Background: an optimization exercise with open tools, aiming at small area, a short achievable clock period and few clock cycles per item. Do not read the settings as production practice. Only simulation tests tie the RTL to the original design; equivalence was not proved. Power figures rest on the tool's default switching activity, not on a simulated workload.

## flow/design.v (module list and top-level ports; edited modules follow where they fit)
// module gf2_split_mul: 23 lines
// module clmul48_pipe: 2783 lines
module gf2_split_mul (
	input  wire         clk,
	input  wire         rst,
	input  wire         in_valid,
	output logic        in_ready,
	input  wire  [47:0] a,
	input  wire  [47:0] b,
	output logic        out_valid,
	input  wire         out_ready,
	output logic [95:0] c
);
  // ...
==> flow/run.sh <==
#!/bin/bash
# synth_recipe.tcl (not shown) runs the flow's synth.tcl, then flattens the netlist and writes it again
# the make line also repeats each setting of config.mk as NAME=value (left out here)
make -C /OpenROAD-flow-scripts/flow DESIGN_CONFIG=/design/flow/config.mk WORK_HOME=/design/flow/orfs CLKGATE_MAP_FILE= SYNTH_SCRIPT=/design/flow/synth_recipe.tcl finish
==> flow/config.mk <==
export PLATFORM = sky130hd
export DESIGN_NAME = gf2_split_mul
export DESIGN_NICKNAME = gf2_split_mul
export VERILOG_FILES = /design/flow/design.v
export SDC_FILE = /design/flow/constraint.sdc
export NUM_CORES = 4
export LEC_CHECK = 0
export CAP_MARGIN = 20
export CORE_MARGIN = 2
export CORE_UTILIZATION = 60
export SETUP_SLACK_MARGIN = 2.0
export SLEW_MARGIN = 20
export TNS_END_PERCENT = 0
==> flow/constraint.sdc <==
create_clock -name core_clock -period 5.0 [get_ports {clk}]
set_input_delay 1.0000 -clock core_clock [delete_from_list [all_inputs] [get_ports {clk}]]
set_output_delay 1.0000 -clock core_clock [all_outputs]
set_load 0.01 [all_outputs]
==> summary.md, run 1 <==
| Metric | Value |
|---|---|
| Layout cells sized above 1 | about a quarter |
| Pleak | 11.3 nW |
| Top cells by area, synth | xnor2_1, edfxtp_1, nor2_1, xor2_1, xnor2_2 |
| Height of the die | between 150 and 200 µm |
| Worst Setup End Kind | register |
| Switching part of the total | between 40 and 50% |
| Fill cell count | between 2000 and 3000 |
| First-pass GRT wire length | 122 mm |
| Mux share of post-synthesis cell area | less than 1% |
| Chip Width | between 150 and 200 µm |
| Final hold vios | 0 |
| Seq_cells | between 100 and 150 |
| Int Pwr | between 10 and 15 mW |
| Commonest cells after routing, fill and taps aside | xnor2_1, nor2_1, buf_4 |
| Sequential share of cell area | roughly 12% |
| Crit path cell chain | dlygate4sd2_1, buf_6, nand2_1, xor2_1, xnor2_1, xnor2_1, xnor2_1, xnor2_1, xnor2_1, xnor2_1 |
| Via count | approximately 20000 |
| Count leader, synth | xnor2_1 |
| Finished Cell Area | between 20000 and 30000 µm² |
| Met3 wire length | 9.52 mm |
| Global placer's final weighted congestion | approximately 1.1 |
| GR Util met1 | 58.0% |
| Critical path depth | 10 |
| Clock Power | around 1.3 mW |
| Cell class ranked first by area | multi-input gates |
| Most instantiated cells after synthesis | xnor2_1, nor2_1, nand2_1 |
| DR WL met2 | 37.6 mm |
| Crit-path max FO | 8 |
| Combinational Power Share | approximately 80% |
| WS Path Type | input pin to register |
| Total core area | about 37000 µm² |
| Largest register FFs | around 120 |
| Critical Path Source | b[29] |
| Synth-to-layout area growth | 28.4% |
| Fin cells | 3537 |
| Cells after DPL | 3428 |
| Status | complete, no violations |
| Worst slack, placed | ~0.25 ns |
| Clk buf depth | 2 |
| Most common cell after layout, fill and taps aside | xnor2_1 |
| Max Freq | 285 MHz |
| Largest net degree at the start of global routing | just under 70 |
Testbench counts, summed over its fixed seeds: cycles 2,056, items 2,048.
==> inputs of run 2 (changes only) <==
--- a/flow/config.mk
+++ b/flow/config.mk
@@ -10,2 +10,3 @@
 export CORE_UTILIZATION = 60
+export PLACE_DENSITY = 0.8
 export SETUP_SLACK_MARGIN = 2.0
==> summary.md, run 2 <==
| Metric | Value |
|---|---|
| H-tree depth | 4 |
| Status | complete, no violations |
| Synth-to-layout area growth | 28.8% |
| Largest net degree at the start of global routing | 58 (-16%) |
| Syn Inst Count | ~2700 |
| Chip Width | 196 µm (unchanged) |
| Total track usage | 44.4% |
| Critical path depth | 10 (unchanged) |
| Final min period | about 3.4 ns |
| Post-DR wirelength/cell | 24.3 µm |
| Pleak | 11.4 nW (+0.33%) |
| Max Freq | 295 MHz (+3.2%) |
| Most common cell after layout, fill and taps aside | xnor2_1 |
| Slew HR | between 40% and 50% |
| Setup slack, reg-to-reg | between 2 and 3 ns |
| Async S/R FF share, synth | 0% |
| Tcrit/Tclk final | 67.9% |
| Synthesized area | approximately 22000 µm² |
| Placement-stage cell area | between 20000 and 30000 µm² |
| Clk buf depth | 2 (unchanged) |
| CP delay by family, top | XOR/XNOR gates |
| CTS Buf Count | 17 |
| EDFF count, synth | between 100 and 150 |
| Post-Synth Simple-Gate Area | 16.9% |
| Antenna violations before repair | 1 |
| Largest register FFs | 117 (unchanged) |
| Most instantiated cells after synthesis | xnor2_1, nor2_1, nand2_1 |
| Vias in the first global route | approximately 20000 |
| Netlist cell types | 28 |
| Synth warn | 2 |
| Total I/O pin count | 198 |
| Xor-xnor portion of the synthesized cell area | about three fifths |
| Multi-input logic area | 19300 µm² |
| TritonRoute pass-1 iters | 8 |
| Residual DRC | 0 |
| Syn avg cell area | 8.21 µm² |
| Reg area | 3530 µm² |
| PortBufs | 196 |
| Finished Cell Area | 28600 µm² (+0.32%) |
| Commonest cells after routing, fill and taps aside | xnor2_1, nor2_1, buf_4 |
| GR Overflow Total | 0 |
| Post-Syn Nets | 2799 |
| R2r startpoint | out_valid |
| RSZ-0062 raised after global routing | yes |
| Top reg by flops | u_mul.r |
| Clock slew at reported path FFs | approximately 0.07 ns |
| Crit path cell chain | clkdlybuf4s15_2, xnor2_2, xnor2_2, nor2_1, xnor2_1, xnor3_1, xnor2_1, buf_4, xnor2_1, xnor3_1 |
| Mux share of post-synthesis cell area | 0.660% (unchanged) |
| Nets | 3164 |
| CTS Root Cell | clkbuf_16 |
| CTS tree | done |
| Initial Utilization | ~61% |
| Final setup violation count | 0 |
| Aggregate routed wire length | roughly 86 mm |
| Detailed placer's ending HPWL | around 68 mm |
| RR Endpoint | u_mul.r[65] |
| Worst Setup End Kind | register |
| WP buf/inv | 2 |
| N_diodes | 0 |
| Initial DRC count | between 2000 and 3000 |
| Actual slew at the worst max-slew pin | around 0.85 ns |
| Slew Limit Fails | 0 |
| Post-synth top area cell | xnor2_1 |
| Critical Path Max Stage Delay | about 0.40 ns |
| Clock skew | 0.0130 ns |
| Clk sinks | between 100 and 150 |
| Post-CTS Hold Buffers | 0 |
| Worst skew pair latency | approximately 0.44 ns |
| Via count | 20300 (+1.2%) |
| Critical Path Source | a[3] |
| Crit-path max FO | 9 (+1) |
| Worst reg2reg path depth | 4 |
| Crit path capture | u_mul.r[83] |
| Top cells by area, synth | xnor2_1, edfxtp_1, nor2_1, xor2_1, xnor2_2 |
| Fin Setup TNS | 0 ns |
| Yosys top cell area share | between 40% and 50% |
| Yosys reg bits | 118 |
| Seq/Total Area, Yosys | ~16% |
| Die Area | roughly 39000 µm² |
| Max IR drop VDD | around 0.38 mV |
| Slowest CP cell | xnor3_1 |
| Worst Path Arrival | around 3.6 ns |
| WS Path Type | input pin to register |
| Final hold vios | 0 (unchanged) |
| Largest family of logic cells by synthesized area | XOR/XNOR gates |
| DR vias/cell | 5.72 |
| Power density over the cells | around 700 nW/µm² |
| First-pass GRT wire length | 125 mm (+2.5%) |
| Top flop regs | u_mul.r: 117 flops, out_valid: 1 flops |
| Required time worst endpoint | between 5 and 6 ns |
| Critical Path Most Common Cell | xnor2_1 |
| Main flop type after synthesis | edfxtp_1 |
| Adder-cell area share of the yosys netlist | 0% |
| Count leader, synth | xnor2_1 |
| Fill cell count | 2522 (-2.7%) |
| Total core area | 36500 µm² (unchanged) |
| Antenna viol nets, final | 0 |
| Maxcap violations | 0 |
| # rows | 70 |
| Complex-gate fraction of the synthesized area | less than 1% |
| Type of the worst min-delay path | register to register |
| Layout cells sized above 1 | 23.6% (+0.054 points) |
| Critical Path Source Type | input pin |
| Global placer's final weighted congestion | 1.04 (-3.3%) |
| Height of the die | 196 µm (unchanged) |
run 2: changes by cell type in the layout (fill, tap and decap cells not counted), moves of 3 or more:
cell / previous run / this run
xnor2_2: 143 / 131
clkinv_4: 0 / 4
clkdlybuf4s15_2: 45 / 29
buf_2: 38 / 50
buf_6: 21 / 18
dlygate4sd2_1: 10 / 13
inv_6: 5 / 2
buf_4: 309 / 326
xnor2_4: 77 / 87
run 2: cell type report:
class	instances	area share [%]
Timing Repair Buffer	542	15.7
Clock buffer	18	1.50
Multi-Input combinational cell	2381	67.7
Clock inverter	14	0.697
Inverter	4	0.0526
Tap cell	468	2.05
Sequential cell	118	12.4
run 2: layer usage:
metal / vias up / wire length (µm) / GRT usage, %
met2: 1524 / 37500 / 69.2
met1: 9559 / 31900 / 58.0
met4: 0 / 5620 / 22.6
li1: 8870 / - / -
met3: 334 / 11000 / 9.76
met5: - / 0 / 0
run 2: how the worst min path moves through the flow:
stage / startpoint / to / slack [ns] / cells past startpoint
6_report: out_valid / out_valid / 0.82 / 2
5_1_grt: out_valid / u_mul.r[23] / 0.84 / 1
4_1_cts: out_valid / out_valid / 0.81 / 2
3_5_place_dp: out_valid / out_valid / 0.84 / 2
3_3_place_gp: out_valid / out_valid / 0.79 / 2
2_1_floorplan: rst / out_valid / 1.07 / 1
run 2: through the flow:
step	std cells	util (%)	worst slack (ns)	hold slack (ns)	power, mW
after detailed placement	3426	69.2	0.388	0.839	17.1
final	3545	78.2	1.61	0.816	19.9
after global placement	3426	69.2	0.299	0.788	16.8
after CTS	3544	78.0	1.76	0.809	19.5
after global routing	3545	78.2	1.62	0.842	20.6
after floorplan	2699	-	1.55	1.07	12.8
run 2: report_power, final:
group,total (mW),switching [mW],internal [mW]
clock,1.34,0.505,0.839
combinational,15.9,7.95,7.98
sequential,2.65,0.365,2.28
run 2: tightest hold or removal path: cells and delay by family, from the launching register on:
| kind | cells | cell delay, ns |
|---|---|---|
| flip-flops | 1 | 0.36 |
| AND/OR/NAND/NOR | 1 | 0.28 |
| AO/OA/AOI/OAI | 1 | 0.13 |
run 2: cells by family after synthesis:
| kind of cell | count (synthesis) |
|---|---|
| AOI/OAI and AO/OA | 19 |
| xor gates and xnor gates | 1362 |
| buffers and inverters | 201 |
| DFF | 118 |
| muxes | 13 |
| other | 1 |
| and+or+nand+nor | 985 |
run 2: repair_timing:
item | in CTS | in global routing
endpoints found under the setup margin | 157 | 135
buffers inserted | 83 | 1
gates cloned | 3 | 0
resized for setup | 631 | 14
pin swaps | 85 | 6
==> inputs of run 3 (changes only) <==
==> flow/flow/run.sh (new file) <==
#!/bin/bash
# Own layout flow: the standard flow (standard.sh) with the standard
# synthesis unchanged, then the layout steps with the delay cells
# (clkdlybuf4s*, dlygate*, dlymetal*) on the don't-use list, so that the
# port buffers and the timing repair use plain buffers instead.
set -euo pipefail
W=$(pwd)
bash standard.sh synth > "$W/flow_synth.log" 2>&1
DELAY_CELLS=""
for c in clkdlybuf4s15_1 clkdlybuf4s15_2 clkdlybuf4s18_1 clkdlybuf4s18_2 \
	clkdlybuf4s25_1 clkdlybuf4s25_2 clkdlybuf4s50_1 clkdlybuf4s50_2 \
	dlygate4sd1_1 dlygate4sd2_1 dlygate4sd3_1 \
	dlymetal6s2s_1 dlymetal6s4s_1 dlymetal6s6s_1; do
	DELAY_CELLS="$DELAY_CELLS sky130_fd_sc_hd__$c"
done
export DONT_USE_CELLS="${DELAY_CELLS# }"
bash standard.sh > "$W/flow_layout.log" 2>&1
==> flow/standard.sh (new file) <==
#!/bin/bash
# synth_recipe.tcl (not shown) runs the flow's synth.tcl, then flattens the netlist and writes it again
# the make line also repeats each setting of config.mk as NAME=value (left out here)
make -C /OpenROAD-flow-scripts/flow DESIGN_CONFIG=/design/flow/config.mk WORK_HOME=/design/flow/orfs CLKGATE_MAP_FILE= SYNTH_SCRIPT=/design/flow/synth_recipe.tcl "${@:-finish}"
removed: flow/run.sh
==> summary.md, run 3 <==
| Metric | Value |
|---|---|
| Status | complete, no violations |
| Post-Syn Nets | 2799 (unchanged) |
| GR Overflow Total | 0 (unchanged) |
| Post-CTS Hold Buffers | 0 (unchanged) |
| TritonRoute pass-1 iters | 8 (unchanged) |
| Total track usage | 44.4% (unchanged) |
| Post-DR wirelength/cell | 24.3 µm (unchanged) |
| Reg area | 3530 µm² (unchanged) |
| Maxcap violations | 0 (unchanged) |
| Top reg by flops | u_mul.r |
| Clk buf depth | 2 (unchanged) |
| Int Pwr | 11.1 mW (unchanged) |
| Yosys reg bits | 118 (unchanged) |
| Slew Limit Fails | 0 (unchanged) |
| Type of the worst min-delay path | register to register |
| Clock power frac | 6.7% (about the same) |
| Netlist cell types | 28 (unchanged) |
| Critical Path Most Common Cell | xnor2_1 |
| Worst Setup End Kind | register |
| Fill cell count | 2522 (unchanged) |
| Sequential share of power | 13.3% (about the same) |
| Commonest cells after routing, fill and taps aside | xnor2_1, nor2_1, buf_4 |
| Synth warn | 2 (unchanged) |
| Vias in the first global route | 19500 (unchanged) |
| Antenna violations before repair | 1 (unchanged) |
| Multi-input logic area | 19300 µm² (unchanged) |
| Slowest CP cell | xnor3_1 |
| Design Power | 19.9 mW (unchanged) |
| Antenna viol nets, final | 0 (unchanged) |
| N_diodes | 0 (unchanged) |
| Aggregate routed wire length | 86.1 mm (unchanged) |
| # rows | 70 (unchanged) |
| CTS Buf Count | 17 (unchanged) |
| Via count | 20300 (unchanged) |
| Most common cell after layout, fill and taps aside | xnor2_1 |
| Critical Path Source Type | input pin |
| Slew HR | 42.9% (unchanged) |
| First-pass GRT wire length | 125 mm (unchanged) |
| Pleak | 11.4 nW (unchanged) |
| Layout cells sized above 1 | 23.6% (unchanged) |
| Combinational Power Share | 80.0% (about the same) |
| Crit-path max FO | 9 (unchanged) |
| WS Path Type | input pin to register |
| Total I/O pin count | 198 (unchanged) |
| Largest register FFs | 117 (unchanged) |
| Initial Utilization | 60.7% (unchanged) |
| Nets | 3164 (unchanged) |
| Final setup violation count | 0 (unchanged) |
| RSZ-0062 raised after global routing | yes |
| Height of the die | 196 µm (unchanged) |
| Most instantiated cells after synthesis | xnor2_1, nor2_1, nand2_1 |
| Tcrit/Tclk final | 67.9% (unchanged) |
| Main flop type after synthesis | edfxtp_1 |
| Fin Setup TNS | 0 ns (unchanged) |
| Placement-stage cell area | 25300 µm² (unchanged) |
| Clk sinks | 118 (unchanged) |
| Power density over the cells | 698 nW/µm² (unchanged) |
| Required time worst endpoint | 5.19 ns (about the same) |
| Max Freq | 295 MHz (unchanged) |
| Final min period | 3.39 ns (unchanged) |
| Worst Path Arrival | 3.58 ns (about the same) |
| Actual slew at the worst max-slew pin | 0.850 ns (unchanged) |
| Switching part of the total | 44.3% (unchanged) |
| CTS tree | done |
| Clock skew | 0.0130 ns (unchanged) |
| Synth-to-layout area growth | 28.8% (unchanged) |
| Largest net degree at the start of global routing | 58 (unchanged) |
| PortBufs | 196 (unchanged) |
| Global placer's final weighted congestion | 1.04 (unchanged) |
| Syn Inst Count | 2699 (unchanged) |
| Residual DRC | 0 (unchanged) |
| Count leader, synth | xnor2_1 |
| Seq/Total Area, Yosys | 15.9% (unchanged) |
| CTS Root Cell | clkbuf_16 |
| Psw | 8.82 mW (unchanged) |
| Critical Path Max Stage Delay | 0.40 ns (about the same) |
| Async S/R FF share, synth | 0% (unchanged) |
| Finished Cell Area | 28600 µm² (unchanged) |
| Final hold vios | 0 (unchanged) |
| Synthesized area | 22200 µm² (unchanged) |
| Chip Width | 196 µm (unchanged) |
| Top flop regs | u_mul.r: 117 flops, out_valid: 1 flops |
| H-tree depth | 4 (unchanged) |
| Crit path cell chain | clkdlybuf4s15_2, xnor2_2, xnor2_2, nor2_1, xnor2_1, xnor3_1, xnor2_1, buf_4, xnor2_1, xnor3_1 |
| Yosys top cell area share | 40.1% (unchanged) |
| Post-synth top area cell | xnor2_1 |
| Die Area | 38500 µm² (unchanged) |
| Syn avg cell area | 8.21 µm² (unchanged) |
| DR vias/cell | 5.72 (unchanged) |
| Clock slew at reported path FFs | 0.07 ns (about the same) |
| EDFF count, synth | 117 (unchanged) |
| Worst skew pair latency | 0.44 ns (about the same) |
| Max IR drop VDD | 0.380 mV (unchanged) |
| Top cells by area, synth | xnor2_1, edfxtp_1, nor2_1, xor2_1, xnor2_2 |
| Detailed placer's ending HPWL | 68.2 mm (unchanged) |
| Total core area | 36500 µm² (unchanged) |
| Initial DRC count | 2705 (unchanged) |
## run 3: critical path: cells and delay by family
kind,cells,cell delay (ns)
AND/OR/NAND/NOR,1,0.11
XOR/XNOR,7,1.91
buffers and inverters,2,0.55
## run 3: power by group through the flow
stage | sequential [mW] | combinational, mW | clock, mW
3_3_place_gp | 2.62 | 14.2 | 0
3_5_place_dp | 2.64 | 14.5 | 0
5_1_grt | 2.67 | 16.5 | 1.39
4_1_cts | 2.64 | 15.5 | 1.34
2_1_floorplan | 2.49 | 10.3 | 0
6_report | 2.65 | 15.9 | 1.34
## run 3: area by class of cell
cell class | count | share of cell area (%)
flip-flops and latches | 118 | 12.4
clock inverters | 14 | 0.697
well taps | 468 | 2.05
clock buffers | 18 | 1.50
multi-input cells | 2381 | 67.7
inverters | 4 | 0.0526
repair buffers | 542 | 15.7
## run 3: cell families (layout without fill, tap and decap cells)
family	after synthesis	in the layout	synth area share, %
buffers and inverters	201	578	6.42
multiplexers	13	13	0.660
flip-flops	118	118	15.9
other	1	1	0.0169
XOR/XNOR	1362	1362	59.5
AND/OR/NAND/NOR	985	986	16.9
AO/OA/AOI/OAI	19	19	0.531
## run 3: timing repair
item / in CTS / in global routing
cloned: 3 / 0
endpoints found under the setup margin: 157 / 135
buffers inserted: 83 / 1
resized for setup: 631 / 14
pin swaps: 85 / 6
## run 3: path summary, 6_finish.rpt
kind             start          end  slack [ns]  cells after the start
max reg2reg  out_valid  u_mul.r[65]        2.60                      4
min          out_valid    out_valid        0.82                      2
max               a[3]  u_mul.r[83]        1.61                     10
min reg2reg  out_valid    out_valid        0.82                      2
## run 3: metrics by stage
step | setup slack (ns) | hold WS, ns | instances | util [%]
3_3_place_gp | 0.299 | 0.788 | 3426 | 69.2
5_1_grt | 1.62 | 0.842 | 3545 | 78.2
4_1_cts | 1.76 | 0.809 | 3544 | 78.0
3_5_place_dp | 0.388 | 0.839 | 3426 | 69.2
6_report | 1.61 | 0.816 | 3545 | 78.2
2_1_floorplan | 1.55 | 1.07 | 2699 | -
## run 3: routing by layer
layer | global-route usage [%] | up-vias | routed length, µm
met5 | 0 | - | 0
met4 | 22.6 | 0 | 5620
met3 | 9.76 | 334 | 11000
li1 | - | 8870 | -
met2 | 69.2 | 1524 | 37500
met1 | 58.0 | 9559 | 31900
==> inputs of run 4 (changes only) <==
--- a/flow/flow/run.sh
+++ b/flow/flow/run.sh
@@ -3,4 +3,4 @@
 # synthesis unchanged, then the layout steps with the delay cells
-# (clkdlybuf4s*, dlygate*, dlymetal*) on the don't-use list, so that the
-# port buffers and the timing repair use plain buffers instead.
+# (clkdlybuf4s*, dlygate*, dlymetal*) added to the don't-use list, so that
+# the port buffers and the timing repair use plain buffers instead.
 set -euo pipefail
@@ -15,3 +15,6 @@
 done
-export DONT_USE_CELLS="${DELAY_CELLS# }"
-bash standard.sh > "$W/flow_layout.log" 2>&1
+# The design config is read before the platform's, whose list is added to this one.
+{ cat "$W/config.mk"; echo "export DONT_USE_CELLS =$DELAY_CELLS"; } > "$W/own_config.mk"
+sed "s|DESIGN_CONFIG=[^ ]*|DESIGN_CONFIG=$W/own_config.mk|" "$W/standard.sh" > "$W/own_standard.sh"
+grep -q "DESIGN_CONFIG=$W/own_config.mk" "$W/own_standard.sh"
+bash "$W/own_standard.sh" > "$W/flow_layout.log" 2>&1
==> summary.md, run 4 <==
| Metric | Value |
|---|---|
| Total core area | 36500 µm² (unchanged) |
| Yosys reg bits | 118 (unchanged) |
| Tcrit/Tclk final | 64.5% (-3.4 points) |
| Actual slew at the worst max-slew pin | 0.784 ns (-0.0659 ns) |
| PortBufs | 196 (unchanged) |
| Post-CTS Hold Buffers | 0 (unchanged) |
| Power density over the cells | 669 nW/µm² (-4.1%) |
| Min-Delay Startpoint | rst |
| Antenna violations before repair | 2 (+1) |
| Setup ws final | 1.77 ns (+0.168 ns) |
| Top flop regs | u_mul.r: 117 flops, out_valid: 1 flops |
| Vias in the first global route | 19300 (-1.1%) |
| Clock skew | 0.00701 ns (-0.00602 ns) |
| H-tree depth | 4 (unchanged) |
| Required time worst endpoint | 5.16 ns (-0.03 ns) |
| Largest net degree at the start of global routing | 84 (+45%) |
| Critical Path Most Common Cell | xnor2_1 |
| Post-synth top area cell | xnor2_1 |
| Initial Utilization | 60.7% (unchanged) |
| Max Freq | 310 MHz (+5.2%) |
| Status | complete, no violations |
| Total track usage | 43.5% (-0.84 points) |
| Finished Cell Area | 28000 µm² (-1.9%) |
| Async S/R FF share, synth | 0% (unchanged) |
| Aggregate routed wire length | 84.3 mm (-2.1%) |
| Slew Limit Fails | 0 (unchanged) |
| Switching part of the total | 46.5% (+2.2 points) |
| Hold EP | out_valid |
| Most instantiated cells after synthesis | xnor2_1, nor2_1, nand2_1 |
| CTS tree | done |
| Final hold vios | 0 (unchanged) |
| Setup slack, reg-to-reg | 3.05 ns (+0.45 ns) |
| Final setup violation count | 0 (unchanged) |
| Xor-xnor portion of the synthesized cell area | 59.5% (unchanged) |
| Post-DR wirelength/cell | 24.0 µm (-1.4%) |
| Residual DRC | 0 (unchanged) |
| Largest register FFs | 117 (unchanged) |
| CTS Root Cell | clkbuf_16 |
| R2r startpoint | out_valid |
| Total I/O pin count | 198 (unchanged) |
| Layout cells sized above 1 | 21.5% (-2.0 points) |
| Top cells by area, synth | xnor2_1, edfxtp_1, nor2_1, xor2_1, xnor2_2 |
| Critical Path Source Type | input pin |
| Worst reg2reg path depth | 2 (-2) |
| Die Area | 38500 µm² (unchanged) |
| Worst Setup End Kind | register |
| Slowest CP cell | xnor3_2 |
| Maxcap violations | 0 (unchanged) |
| DR vias/cell | 5.74 (+0.37%) |
| Via count | 20200 (-0.39%) |
| Yosys top cell area share | 40.1% (unchanged) |
| Final min period | 3.23 ns (-0.168 ns) |
| Combinational Power Share | 79.8% (-0.2 points) |
| Chip Width | 196 µm (unchanged) |
| RR Endpoint | u_mul.r[9] |
| Largest family of logic cells by synthesized area | XOR/XNOR gates |
| Seq/Total Area, Yosys | 15.9% (unchanged) |
| Placement-stage cell area | 22900 µm² (-9.4%) |
| Netlist cell types | 28 (unchanged) |
| Nets | 3138 (-0.82%) |
| # rows | 70 (unchanged) |
| Top reg by flops | u_mul.r |
| Height of the die | 196 µm (unchanged) |
| Psw | 8.72 mW (-1.2%) |
| Fin Setup TNS | 0 ns (unchanged) |
| Detailed placer's ending HPWL | 65.8 mm (-3.6%) |
| Worst skew pair latency | 0.43 ns (about the same) |
| Synthesized area | 22200 µm² (unchanged) |
| Pleak | 10.9 nW (-3.8%) |
| WHS Path Cells | 2 (unchanged) |
| Global placer's final weighted congestion | 1.11 (+7.1%) |
| Post-Syn Nets | 2799 (unchanged) |
| Crit-path max FO | 9 (unchanged) |
| First-pass GRT wire length | 122 mm (-1.8%) |
| EDFF count, synth | 117 (unchanged) |
| Initial DRC count | 2531 (-6.4%) |
| Clock slew at reported path FFs | 0.05 ns (-0.02 ns) |
| Crit path cell chain | buf_2, xnor2_1, nor2_1, xor2_1, xnor2_1, xnor2_2, buf_6, xnor2_2, xnor3_2, xnor2_1 |
| Sequential share of power | 14.0% (+0.7 points) |
| TritonRoute pass-1 iters | 6 (-2) |
| Clk buf depth | 2 (unchanged) |
| Mux share of post-synthesis cell area | 0.660% (unchanged) |
| Worst slack, placed | 0.407 ns (+0.0187 ns) |
| Adder-cell area share of the yosys netlist | 0% (unchanged) |
| Clk sinks | 118 (unchanged) |
| Syn avg cell area | 8.21 µm² (unchanged) |
| Type of the worst min-delay path | input pin to register |
| Max IR drop VDD | 0.422 mV (+11%) |
| Design Power | 18.8 mW (-5.8%) |
| Synth warn | 2 (unchanged) |
| RSZ-0062 raised after global routing | yes |
| Critical Path Max Stage Delay | 0.54 ns (+0.14 ns) |
| Antenna viol nets, final | 0 (unchanged) |
| Syn Inst Count | 2699 (unchanged) |
| CTS Buf Count | 17 (unchanged) |
| N_diodes | 0 (unchanged) |
| Commonest cells after routing, fill and taps aside | xnor2_1, nor2_1, nand2_1 |
| Post-Synth Simple-Gate Area | 16.9% (unchanged) |
| Synth-to-layout area growth | 26.4% |
| Clock power frac | 6.2% (-0.5 points) |
| GR Overflow Total | 0 (unchanged) |
| WS Path Type | input pin to register |
| Count leader, synth | xnor2_1 |
| Fill cell count | 2531 (+0.36%) |
| Most common cell after layout, fill and taps aside | xnor2_1 |
| Worst Path Arrival | 3.39 ns (-0.19 ns) |
| Slew HR | 47.4% (+4.4 points) |
| Complex-gate fraction of the synthesized area | 0.531% (unchanged) |
| Int Pwr | 10.0 mW (-9.6%) |
| Main flop type after synthesis | edfxtp_1 |
run 4: cell count changes in the layout (fill, tap and decap cells not counted), sizes merged, moves of 2 or more:
cell / delta
buf: +109
clkdlybuf4s50: -100
clkdlybuf4s15: -29
clkbuf: +13
dlygate4sd2: -13
bufinv: -2
clkinv: -2
inv: -2
run 4: what timing repair did:
item,CTS,global route
gates resized for setup,616,40
hold endpoints to repair,0,0
gates cloned,0,0
setup endpoints to repair,83,58
pin swaps,111,16
buffers inserted,108,23
run 4: critical path: cells and delay by family:
family | cells | cell delay, ns
XOR/XNOR | 7 | 1.90
buffers and inverters | 2 | 0.36
AND/OR/NAND/NOR | 1 | 0.13
run 4: cell type report:
type	count	area (µm²)	area share (%)
clock inverters	9	104	0.371
inverters	4	15.0	0.0536
repair buffers	517	2970	10.6
well taps	468	586	2.09
clock buffers	22	444	1.58
multi-input cells	2380	20400	72.7
flip-flops and latches	118	3530	12.6
run 4: metrics by stage:
stage          utilization (%)  cells  hold slack (ns)
2_1_floorplan                -   2699             1.07
3_3_place_gp              62.7   3356            0.961
3_5_place_dp              62.7   3356            0.995
4_1_cts                   75.7   3495            0.715
5_1_grt                   76.7   3518            0.711
6_report                  76.7   3518            0.724
run 4: worst max path at each step:
stage | startpoint | to | slack [ns] | depth (start not counted)
2_1_floorplan | a[43] | u_mul.r[83] | 1.55 | 9
3_3_place_gp | a[13] | u_mul.r[83] | 0.44 | 10
3_5_place_dp | a[13] | u_mul.r[83] | 0.41 | 10
4_1_cts | b[45] | u_mul.r[84] | 1.92 | 10
5_1_grt | b[46] | u_mul.r[87] | 1.75 | 10
6_report | b[46] | u_mul.r[87] | 1.77 | 10
run 4: power groups by stage:
stage / sequential (mW) / combinational [mW] / clock (mW)
final: 2.63 / 15.0 / 1.17
after global routing: 2.67 / 15.6 / 1.22
after floorplan: 2.49 / 10.3 / 0
after CTS: 2.63 / 14.4 / 1.18
after global placement: 2.63 / 12.8 / 0
after detailed placement: 2.65 / 13.0 / 0
run 4: kinds of logic (layout without fill, tap and decap cells):
| family | Yosys count | count (layout) |
|---|---|---|
| AO/OA/AOI/OAI | 19 | 19 |
| other | 1 | 1 |
| buffers and inverters | 201 | 552 |
| AND/OR/NAND/NOR | 985 | 985 |
| flip-flops | 118 | 118 |
| multiplexers | 13 | 13 |
| XOR/XNOR | 1362 | 1362 |
run 4: per-layer routing:
layer	vias up	global-route usage, %	wire length (µm)
met2	1514	67.4	36400
met5	-	0	0
li1	8839	-	-
met4	0	25.1	6110
met1	9524	57.2	31200
met3	330	8.15	10600

[separate check: timing with driven ports]
In the flow no input, the clock included, has a driving cell. The finished layouts below were timed again as built, in two steps. Step 1: set_driving_cell puts a clkbuf_16 on clk and a buf_2 on each other input, an assumption about the parent block. Step 2, shift: input delay + t, output delay - t, t = (earliest + latest rising clock arrival at the registers) / 2. This alone moves slack from input paths to output paths. Slacks: no drivers / after step 1 / after step 2; pairs: no drivers / after step 1.
run	t, ns	setup WS [ns]	slew at the worst register clock pin (ns)
run 1	0.475	1.496 / 1.528 / 1.053	0.06 / 0.06
run 2	0.480	1.606 / 1.635 / 1.154	0.07 / 0.07
run 3	0.480	1.606 / 1.635 / 1.154	0.07 / 0.07
run 4	0.473	1.774 / 1.803 / 1.330	0.06 / 0.06
After both steps setup and hold are still met in every run listed.
